Context: an optimization exercise on an open-source flow, tuned for small area, a short achievable clock period and few clock cycles per item. The choices shown serve that exercise and are no tape-out recipe.
Where RTL was checked, it was by simulation tests only, not by an equivalence proof against the original.
No activity file was given, so power comes from the tool's default toggle rates.

==> module fusion_blend_v2, before the edit <==
module fusion_blend_v2
#(
  parameter int PIXELS_PER_BEAT = 16,
  parameter int PIX_W           = 8,
  parameter int WGT_W           = 8,
  parameter int IMAGE_DIM       = 512
) (
  input  logic                             clk,
  input  logic                             rst,
  input  logic [1:0]                       mode,
  input  logic                             in_valid,
  output logic                             in_ready,
  input  logic [PIX_W*PIXELS_PER_BEAT-1:0] old_frame,
  input  logic [PIX_W*PIXELS_PER_BEAT-1:0] new_frame,
  input  logic [WGT_W*PIXELS_PER_BEAT-1:0] weight,
  output logic                             out_valid,
  input  logic                             out_ready,
  output logic [PIX_W*PIXELS_PER_BEAT-1:0] fused_frame,
  output logic                             out_last,
  output logic                             frame_done
);
  localparam int BPF   = fusion_pkg::beats_per_frame(IMAGE_DIM, PIXELS_PER_BEAT);
  localparam int CNT_W = fusion_pkg::cnt_width(BPF);
  localparam logic [CNT_W-1:0] LAST_IDX = CNT_W'(BPF - 1);
  localparam int NST = 2;    
  localparam bit PASSMUX = 1;
  logic             en, acc, out_hs, first_beat, is_last, hold0;
  logic             mode_ok_q, mode_ok_d, first_q, first_d, hold0_q;
  logic [NST-1:0]   v_q, last_q;
  logic             done_q;
  logic [CNT_W-1:0] cnt_q;
  assign en     = !v_q[NST-1] || out_ready;
  assign out_hs = v_q[NST-1] && out_ready;
  assign is_last = (cnt_q == LAST_IDX);
  assign first_beat = first_q;
  assign hold0      = hold0_q;
  assign in_ready   = en && !hold0;
  assign acc        = in_valid && in_ready;
  always_comb begin
    first_d   = first_q;
    mode_ok_d = mode_ok_q;
    if (in_valid && hold0) mode_ok_d = 1'b1;
    if (acc) begin
      first_d = is_last;
      if (first_beat) mode_ok_d = 1'b0;
    end
  end
  always_ff @(posedge clk) begin
    if (rst) begin
      mode_ok_q <= 1'b0;
      first_q   <= 1'b1;
      hold0_q   <= 1'b1;
      cnt_q     <= '0;
      v_q       <= '0;
      done_q    <= 1'b0;
    end else begin
      mode_ok_q <= mode_ok_d;
      first_q   <= first_d;
      hold0_q   <= first_d && !mode_ok_d;
      if (acc) cnt_q <= is_last ? '0 : cnt_q + CNT_W'(1);
      if (en) v_q <= NST'({v_q, in_valid && !hold0});
      done_q <= out_hs && last_q[NST-1];
    end
  end
  always_ff @(posedge clk)
    if (en) last_q <= NST'({last_q, is_last});
  logic p_new, p_old, c_half, c_pass, frc_one, frc_zero, sel_x, sel_y;
  always_ff @(posedge clk) begin
    if (rst) begin
      p_new    <= 1'b0;
      p_old    <= 1'b0;
      c_half   <= 1'b0;
      c_pass   <= 1'b0;
    end else if (in_valid && hold0) begin
      p_new    <= (mode == 2'd2);
      p_old    <= (mode == 2'd3);
      c_half   <= PASSMUX ? (mode == 2'd1) : (mode != 2'd0);
      c_pass   <= !PASSMUX && mode[1];
    end
  end
  assign frc_one  = !PASSMUX && p_new;
  assign frc_zero = !PASSMUX && p_old;
  assign sel_y    = PASSMUX && p_new;
  assign sel_x    = PASSMUX && p_old;
  logic pass2_q;
  always_ff @(posedge clk)
    if (en) pass2_q <= p_new || p_old;
  for (genvar i = 0; i < PIXELS_PER_BEAT; i++) begin : g_lane
    fusion_lane u_lane (
      .clk      (clk),
      .en       (en),
      .frc_one  (frc_one),
      .frc_zero (frc_zero),
      .c_half   (c_half),
      .c_pass   (c_pass),
      .sel_y    (sel_y),
      .sel_x    (sel_x),
      .pass2    (pass2_q),
      .x_in     (old_frame[i*PIX_W +: PIX_W]),
      .y_in     (new_frame[i*PIX_W +: PIX_W]),
      .d_in     (weight[i*WGT_W +: WGT_W]),
      .fused    (fused_frame[i*PIX_W +: PIX_W])
    );
  end
  assign out_valid  = v_q[NST-1];
  assign out_last   = last_q[NST-1];
  assign frame_done = done_q;
endmodule
export LEC_CHECK = 0
export CAP_MARGIN = 20
export CORE_MARGIN = 2
export CORE_UTILIZATION = 55
export PLACE_DENSITY = 0.65
export SETUP_SLACK_MARGIN = 2.0
export SLEW_MARGIN = 20
create_clock -name core_clock -period 5.5 [get_ports {clk}]
standard.sh (not shown) runs the stock make flow with config.mk's settings and CLKGATE_MAP_FILE= SYNTH_SCRIPT=/design/flow/synth_recipe.tcl, a recipe that flattens the netlist after the stock synthesis.
==> flow/flow/run.sh <==
#!/bin/bash
# Own layout flow: the standard layout (standard.sh, unchanged synthesis and steps), with
# the port buffers that global placement inserts made plain buffers instead of the default
# delay-buffer cell. Every input and output port still gets its own buffer.
set -euo pipefail
export BUFFER_PORTS_ARGS="-buffer_cell sky130_fd_sc_hd__buf_2"
bash standard.sh > standard.log 2>&1
Testbench counts at the start, summed over its fixed seeds: cycles 65,548, items 65,536.
Change:
--- a/flow/design.v
+++ b/flow/design.v
@@ -201,41 +201,31 @@
   localparam logic [CNT_W-1:0] LAST_IDX = CNT_W'(BPF - 1);
   localparam int NST = 2;    
   localparam bit PASSMUX = 1;
   logic             en, acc, out_hs, first_beat, is_last, hold0;
-  logic             mode_ok_q, mode_ok_d, first_q, first_d, hold0_q;
+  logic             mode_ok_q;
   logic [NST-1:0]   v_q, last_q;
   logic             done_q;
   logic [CNT_W-1:0] cnt_q;
   assign en     = !v_q[NST-1] || out_ready;
   assign out_hs = v_q[NST-1] && out_ready;
-  assign is_last = (cnt_q == LAST_IDX);
-  assign first_beat = first_q;
-  assign hold0      = hold0_q;
-  assign in_ready   = en && !hold0;
-  assign acc        = in_valid && in_ready;
-  always_comb begin
-    first_d   = first_q;
-    mode_ok_d = mode_ok_q;
-    if (in_valid && hold0) mode_ok_d = 1'b1;
-    if (acc) begin
-      first_d = is_last;
-      if (first_beat) mode_ok_d = 1'b0;
-    end
-  end
+  assign first_beat = (cnt_q == '0);
+  assign is_last    = (cnt_q == LAST_IDX);
+  assign hold0    = first_beat && !mode_ok_q;
+  assign in_ready = en && !hold0;
+  assign acc      = in_valid && in_ready;
   always_ff @(posedge clk) begin
     if (rst) begin
       mode_ok_q <= 1'b0;
-      first_q   <= 1'b1;
-      hold0_q   <= 1'b1;
       cnt_q     <= '0;
       v_q       <= '0;
       done_q    <= 1'b0;
     end else begin
-      mode_ok_q <= mode_ok_d;
-      first_q   <= first_d;
-      hold0_q   <= first_d && !mode_ok_d;
-      if (acc) cnt_q <= is_last ? '0 : cnt_q + CNT_W'(1);
+      if (in_valid && hold0) mode_ok_q <= 1'b1;
+      if (acc) begin
+        cnt_q <= is_last ? '0 : cnt_q + CNT_W'(1);
+        if (first_beat) mode_ok_q <= 1'b0;
+      end
       if (en) v_q <= NST'({v_q, in_valid && !hold0});
       done_q <= out_hs && last_q[NST-1];
     end
   end
Sequential power stays flat; register-to-register slack got worse by 50 ps; worst setup slack degrades by 180 ps; total power stays flat; core utilization is about the same; combinational power is about the same; worst hold slack improved by 9.4 ps; cell area barely changes.
Only the layout flow was run in the second run of this note; the RTL was not checked for function there.

fusion_blend_v2, a different RTL version from the one above (not shown whole).
Size: about 260 flip-flops, roughly 520 I/O pins, ~0.047 sq mm of cells after synthesis.
==> module fusion_blend_v2, before the edit <==
module fusion_blend_v2
#(
  parameter int PIXELS_PER_BEAT = 16,
  parameter int PIX_W           = 8,
  parameter int WGT_W           = 8,
  parameter int IMAGE_DIM       = 512
) (
  input  logic                             clk,
  input  logic                             rst,
  input  logic [1:0]                       mode,
  input  logic                             in_valid,
  output logic                             in_ready,
  input  logic [PIX_W*PIXELS_PER_BEAT-1:0] old_frame,
  input  logic [PIX_W*PIXELS_PER_BEAT-1:0] new_frame,
  input  logic [WGT_W*PIXELS_PER_BEAT-1:0] weight,
  output logic                             out_valid,
  input  logic                             out_ready,
  output logic [PIX_W*PIXELS_PER_BEAT-1:0] fused_frame,
  output logic                             out_last,
  output logic                             frame_done
);
  localparam int BPF   = fusion_pkg::beats_per_frame(IMAGE_DIM, PIXELS_PER_BEAT);
  localparam int CNT_W = fusion_pkg::cnt_width(BPF);
  localparam logic [CNT_W-1:0] LAST_IDX = CNT_W'(BPF - 1);
  localparam int NST = 1;    
  localparam bit PASSMUX = 0;
  logic             en, acc, out_hs, first_beat, is_last, hold0;
  logic             mode_ok_q;
  logic [NST-1:0]   v_q, last_q;
  logic             done_q;
  logic [CNT_W-1:0] cnt_q;
  assign en     = !v_q[NST-1] || out_ready;
  assign out_hs = v_q[NST-1] && out_ready;
  assign first_beat = (cnt_q == '0);
  assign is_last    = (cnt_q == LAST_IDX);
  assign hold0    = first_beat && !mode_ok_q;
  assign in_ready = en && !hold0;
  assign acc      = in_valid && in_ready;
  always_ff @(posedge clk) begin
    if (rst) begin
      mode_ok_q <= 1'b0;
      cnt_q     <= '0;
      v_q       <= '0;
      done_q    <= 1'b0;
    end else begin
      if (in_valid && hold0) mode_ok_q <= 1'b1;
      if (acc) begin
        cnt_q <= is_last ? '0 : cnt_q + CNT_W'(1);
        if (first_beat) mode_ok_q <= 1'b0;
      end
      if (en) v_q <= NST'({v_q, in_valid && !hold0});
      done_q <= out_hs && last_q[NST-1];
    end
  end
  always_ff @(posedge clk)
    if (en) last_q <= NST'({last_q, is_last});
  logic p_new, p_old, c_half, c_pass, frc_one, frc_zero, sel_x, sel_y;
  always_ff @(posedge clk) begin
    if (rst) begin
      p_new    <= 1'b0;
      p_old    <= 1'b0;
      c_half   <= 1'b0;
      c_pass   <= 1'b0;
    end else if (in_valid && hold0) begin
      p_new    <= (mode == 2'd2);
      p_old    <= (mode == 2'd3);
      c_half   <= PASSMUX ? (mode == 2'd1) : (mode != 2'd0);
      c_pass   <= !PASSMUX && mode[1];
    end
  end
  assign frc_one  = !PASSMUX && p_new;
  assign frc_zero = !PASSMUX && p_old;
  assign sel_y    = PASSMUX && p_new;
  assign sel_x    = PASSMUX && p_old;
  for (genvar i = 0; i < PIXELS_PER_BEAT; i++) begin : g_lane
    fusion_lane u_lane (
      .clk      (clk),
      .en       (en),
      .frc_one  (frc_one),
      .frc_zero (frc_zero),
      .c_half   (c_half),
      .c_pass   (c_pass),
      .x_in     (old_frame[i*PIX_W +: PIX_W]),
      .y_in     (new_frame[i*PIX_W +: PIX_W]),
      .d_in     (weight[i*WGT_W +: WGT_W]),
      .fused    (fused_frame[i*PIX_W +: PIX_W])
    );
  end
  assign out_valid  = v_q[NST-1];
  assign out_last   = last_q[NST-1];
  assign frame_done = done_q;
endmodule
clock: 5.5 ns
lec_check: 0
cap_margin: 20
core_margin: 2
core_utilization: 40
setup_slack_margin: 1.5
slew_margin: 20
Scripts as last shown in full above: flow/flow/run.sh
The starting point ran to the end with no violations.
Then changed:
--- a/flow/design.v
+++ b/flow/design.v
@@ -203,11 +203,13 @@
   localparam int BPF   = fusion_pkg::beats_per_frame(IMAGE_DIM, PIXELS_PER_BEAT);
   localparam int CNT_W = fusion_pkg::cnt_width(BPF);
   localparam logic [CNT_W-1:0] LAST_IDX = CNT_W'(BPF - 1);
   localparam int NST = 1;    
+  localparam bit CUT = 1;    
   localparam bit PASSMUX = 0;
   logic             en, acc, out_hs, first_beat, is_last, hold0;
   logic             mode_ok_q;
+  fusion_pkg::mode_e mode_q, mode_s2_q, mode_late;
   logic [NST-1:0]   v_q, last_q;
   logic             done_q;
   logic [CNT_W-1:0] cnt_q;
   assign en     = !v_q[NST-1] || out_ready;
@@ -219,13 +221,17 @@
   assign acc      = in_valid && in_ready;
   always_ff @(posedge clk) begin
     if (rst) begin
       mode_ok_q <= 1'b0;
+      mode_q    <= fusion_pkg::MODE_TRUNC;
       cnt_q     <= '0;
       v_q       <= '0;
       done_q    <= 1'b0;
     end else begin
-      if (in_valid && hold0) mode_ok_q <= 1'b1;
+      if (in_valid && hold0) begin
+        mode_q    <= fusion_pkg::mode_e'(mode);
+        mode_ok_q <= 1'b1;
+      end
       if (acc) begin
         cnt_q <= is_last ? '0 : cnt_q + CNT_W'(1);
         if (first_beat) mode_ok_q <= 1'b0;
       end
@@ -233,27 +239,20 @@
       done_q <= out_hs && last_q[NST-1];
     end
   end
   always_ff @(posedge clk)
-    if (en) last_q <= NST'({last_q, is_last});
-  logic p_new, p_old, c_half, c_pass, frc_one, frc_zero, sel_x, sel_y;
-  always_ff @(posedge clk) begin
-    if (rst) begin
-      p_new    <= 1'b0;
-      p_old    <= 1'b0;
-      c_half   <= 1'b0;
-      c_pass   <= 1'b0;
-    end else if (in_valid && hold0) begin
-      p_new    <= (mode == 2'd2);
-      p_old    <= (mode == 2'd3);
-      c_half   <= PASSMUX ? (mode == 2'd1) : (mode != 2'd0);
-      c_pass   <= !PASSMUX && mode[1];
+    if (en) begin
+      last_q    <= NST'({last_q, is_last});
+      mode_s2_q <= mode_q;
     end
-  end
-  assign frc_one  = !PASSMUX && p_new;
-  assign frc_zero = !PASSMUX && p_old;
-  assign sel_y    = PASSMUX && p_new;
-  assign sel_x    = PASSMUX && p_old;
+  assign mode_late = mode_q;
+  logic frc_one, frc_zero, c_half, c_pass, sel_x, sel_y;
+  assign frc_one  = !PASSMUX && (mode_q == fusion_pkg::MODE_PASS_NEW);
+  assign frc_zero = !PASSMUX && (mode_q == fusion_pkg::MODE_PASS_OLD);
+  assign c_half   = PASSMUX ? (mode_late == fusion_pkg::MODE_ROUND) : (mode_late != fusion_pkg::MODE_TRUNC);
+  assign c_pass   = !PASSMUX && mode_late[1];
+  assign sel_y    = (mode_q == fusion_pkg::MODE_PASS_NEW);
+  assign sel_x    = (mode_q == fusion_pkg::MODE_PASS_OLD);
   for (genvar i = 0; i < PIXELS_PER_BEAT; i++) begin : g_lane
     fusion_lane u_lane (
       .clk      (clk),
       .en       (en),
=> The changed run finished with timing, DRC and antenna clean. Wire length is lower by 4.5%. Clock skew is higher by 0.0039 ns. Setup slack is worse by 0.22 ns. Maximum frequency drops by 5.0%. Cell count grows by 0.83%.
Function was not checked in any run of this note: the RTL went through the layout flow alone.

fusion_blend_v2, a different RTL version from the one above (not shown whole).
For scale: ~4,100 cells after synthesis, about 470 flip-flops, ~520 I/O pins.
==> flow/config.mk <==
export PLATFORM = sky130hd
export DESIGN_NAME = fusion_blend_v2
export DESIGN_NICKNAME = fusion_blend_v2
export VERILOG_FILES = /design/flow/design.v
export SDC_FILE = /design/flow/constraint.sdc
export NUM_CORES = 4
export LEC_CHECK = 0
export CAP_MARGIN = 20
export CORE_MARGIN = 2
export CORE_UTILIZATION = 40
export SETUP_SLACK_MARGIN = 1.5
export SLEW_MARGIN = 20
==> flow/constraint.sdc <==
create_clock -name core_clock -period 5.5 [get_ports {clk}]
set_input_delay 1.1000 -clock core_clock [delete_from_list [all_inputs] [get_ports {clk}]]
set_output_delay 1.1000 -clock core_clock [all_outputs]
set_load 0.01 [all_outputs]
Scripts as last shown in full above: flow/flow/run.sh
The baseline ran to the end with no violations.
Edit:
--- a/flow/design.v
+++ b/flow/design.v
@@ -25,17 +25,17 @@
   input  logic [7:0] d_in,
   output logic [7:0] fused
 );
   logic [7:0] deff;
   logic [7:0] pp0, pp1, pp2, pp3, pp4, pp5, pp6, pp7;
   logic [15:0] row_a, row_b, sum;
   logic [7:0] blend;
   logic s1, c2, s3, c4, s5, c6, s7, c8, s9, c10, s11, c12, s13, c14, s15, c16, s17, c18, s19, c20, s21, c22, s23, c24, s25, c26, s27, c28, s29, c30, s31, c32, s33, c34, s35, c36, s37, c38, s39, c40, s41, c42, s43, c44, s45, c46, s47, c48, s49, c50, s51, c52, s53, c54, s55, c56, s57, c58, s59, c60, s61, c62, s63, c64, s65, c66, s67, c68, s69, c70, s71, c72, s73, c74, s75, c76, s77, c78, s79, c80, s81, c82, s83, c84, s85, c86, s87, c88, s89, c90, s91, c92, s93, c94, s95, c96, s97, c98, s99, c100, s101, c102, s103, c104, s105, c106, s107, c108, s109, c110, s111, c112;
-  logic r113, r114, r115, r116, r117, r118, r119, r120, r121, r122, r123, r124, r125, r126, r127, r128, r129, r130, r131, r132, r133, r134, r135, r136, r137, r138, r139, r140, r141;
+  logic r113, r114, r115, r116, r117, r118, r119, r120, r121, r122, r123, r124, r125, r126, r127, r128, r129, r130, r131;
   assign deff = (d_in | {8{frc_one}}) & ~{8{frc_zero}};
   assign pp0 = deff[0] ? y_in : x_in;
   assign pp1 = deff[1] ? y_in : x_in;
   assign pp2 = deff[2] ? y_in : x_in;
   assign pp3 = deff[3] ? y_in : x_in;
   assign pp4 = deff[4] ? y_in : x_in;
   assign pp5 = deff[5] ? y_in : x_in;
   assign pp6 = deff[6] ? y_in : x_in;
@@ -147,51 +147,43 @@
   assign s105 = s57 ^ c78 ^ s79;
   assign c106 = (s57 & c78) | (s57 & s79) | (c78 & s79);
   assign s107 = c58 ^ s81 ^ c80;
   assign c108 = (c58 & s81) | (c58 & c80) | (s81 & c80);
   assign s109 = c60 ^ s83 ^ c82;
   assign c110 = (c60 & s83) | (c60 & c82) | (s83 & c82);
   assign s111 = pp6[7] ^ pp7[6] ^ c84;
   assign c112 = (pp6[7] & pp7[6]) | (pp6[7] & c84) | (pp7[6] & c84);
-  assign row_a = {1'b0, r140, r138, r136, r134, r132, r130, r128, r126, r124, r122, r120, r118, r116, r114, r113};
-  assign row_b = {1'b0, r141, r139, r137, r135, r133, r131, r129, r127, r125, r123, r121, r119, r117, r115, 1'b0};
-  assign sum = row_a + row_b;
+  logic [6:0] low_sum;
+  assign low_sum = {1'b0, c94, c92, c90, c88, c86, s85} + {1'b0, s95, s93, s91, s89, s87, 1'b0};
+  assign row_a = {1'b0, r130, r128, r126, r124, r122, r120, r118, r116, r114, 1'b0, 1'b0, 1'b0, 1'b0, 1'b0, 1'b0};
+  assign row_b = {1'b0, r131, r129, r127, r125, r123, r121, r119, r117, r115, 1'b0, 1'b0, 1'b0, 1'b0, 1'b0, 1'b0};
+  assign sum = row_a + row_b + (16'(r113) << 6);
   assign blend = sum[15:8];
   always_ff @(posedge clk) begin
     if (en) begin
-      r113 <= s85;
-      r114 <= c86;
-      r115 <= s87;
-      r116 <= c88;
-      r117 <= s89;
-      r118 <= c90;
-      r119 <= s91;
-      r120 <= c92;
-      r121 <= s93;
-      r122 <= c94;
-      r123 <= s95;
-      r124 <= c96;
-      r125 <= s97;
-      r126 <= c98;
-      r127 <= s99;
-      r128 <= c100;
-      r129 <= s101;
-      r130 <= c102;
-      r131 <= s103;
-      r132 <= c104;
-      r133 <= s105;
-      r134 <= c106;
-      r135 <= s107;
-      r136 <= c108;
-      r137 <= s109;
-      r138 <= c110;
-      r139 <= s111;
-      r140 <= c112;
-      r141 <= pp7[7];
+      r113 <= low_sum[6];
+      r114 <= c96;
+      r115 <= s97;
+      r116 <= c98;
+      r117 <= s99;
+      r118 <= c100;
+      r119 <= s101;
+      r120 <= c102;
+      r121 <= s103;
+      r122 <= c104;
+      r123 <= s105;
+      r124 <= c106;
+      r125 <= s107;
+      r126 <= c108;
+      r127 <= s109;
+      r128 <= c110;
+      r129 <= s111;
+      r130 <= c112;
+      r131 <= pp7[7];
     end
   end
   assign fused = blend;
 endmodule
 module fusion_blend_v2
 #(
   parameter int PIXELS_PER_BEAT = 16,
   parameter int PIX_W           = 8,
After rerunning: Die area decreases by 0.94%. Via count increases by 8.4%. Total power increases by 17%. Hold slack is about the same. Synthesized cell count increases by 7.1%. Final cell count increases by 7.3%. Design area increases by 2.6%. Utilization increases by 1.5 points. Critical path depth increases by 1.
No run of this note included a check of the RTL's function; only the layout flow was run.

[re-timing with driven ports]
The results above use ideal ports. As a check the final layouts listed here were re-extracted and re-timed, cells and wires unchanged. Step 1 sets driving cells, clkbuf_16 on the clock port and buf_2 on the other inputs (assumed; they add their load-dependent delay and slew). Step 2, shift: input delay + t, output delay - t, t = (earliest + latest rising clock arrival at the registers) / 2. This alone moves slack from input paths to output paths. a / b / c = no drivers / after step 1 / after step 2; a / b = the first two.
run | t (ns) | setup slack, ns | hold WS [ns] | slew at the worst register clock pin (ns)
the first run of note 1 | 0.692 | 2.386 / 2.328 / 1.636 | 0.422 / 0.422 / 0.422 | 0.06 / 0.06
the second run of note 1 | 0.668 | 2.205 / 2.140 / 1.721 | 0.432 / 0.432 / 0.432 | 0.06 / 0.06
the first run of note 2 | 0.666 | 1.390 / 1.390 / 0.937 | 0.499 / 0.499 / 0.499 | 0.07 / 0.07
the second run of note 2 | 0.671 | 1.173 / 1.173 / 0.816 | 0.516 / 0.516 / 0.516 | 0.06 / 0.06
the first run of note 3 | 0.720 | 1.447 / 1.368 / 1.312 | 0.494 / 0.494 / 0.494 | 0.06 / 0.06
the second run of note 3 | 0.696 | 1.252 / 1.185 / 1.253 | 0.497 / 0.497 / 0.497 | 0.07 / 0.07
After both steps setup and hold are still met in every run listed. For the first run of note 1, which loses most, drivers alone change the setup slack by -0.058 ns; drivers and shift together by -0.750 ns.
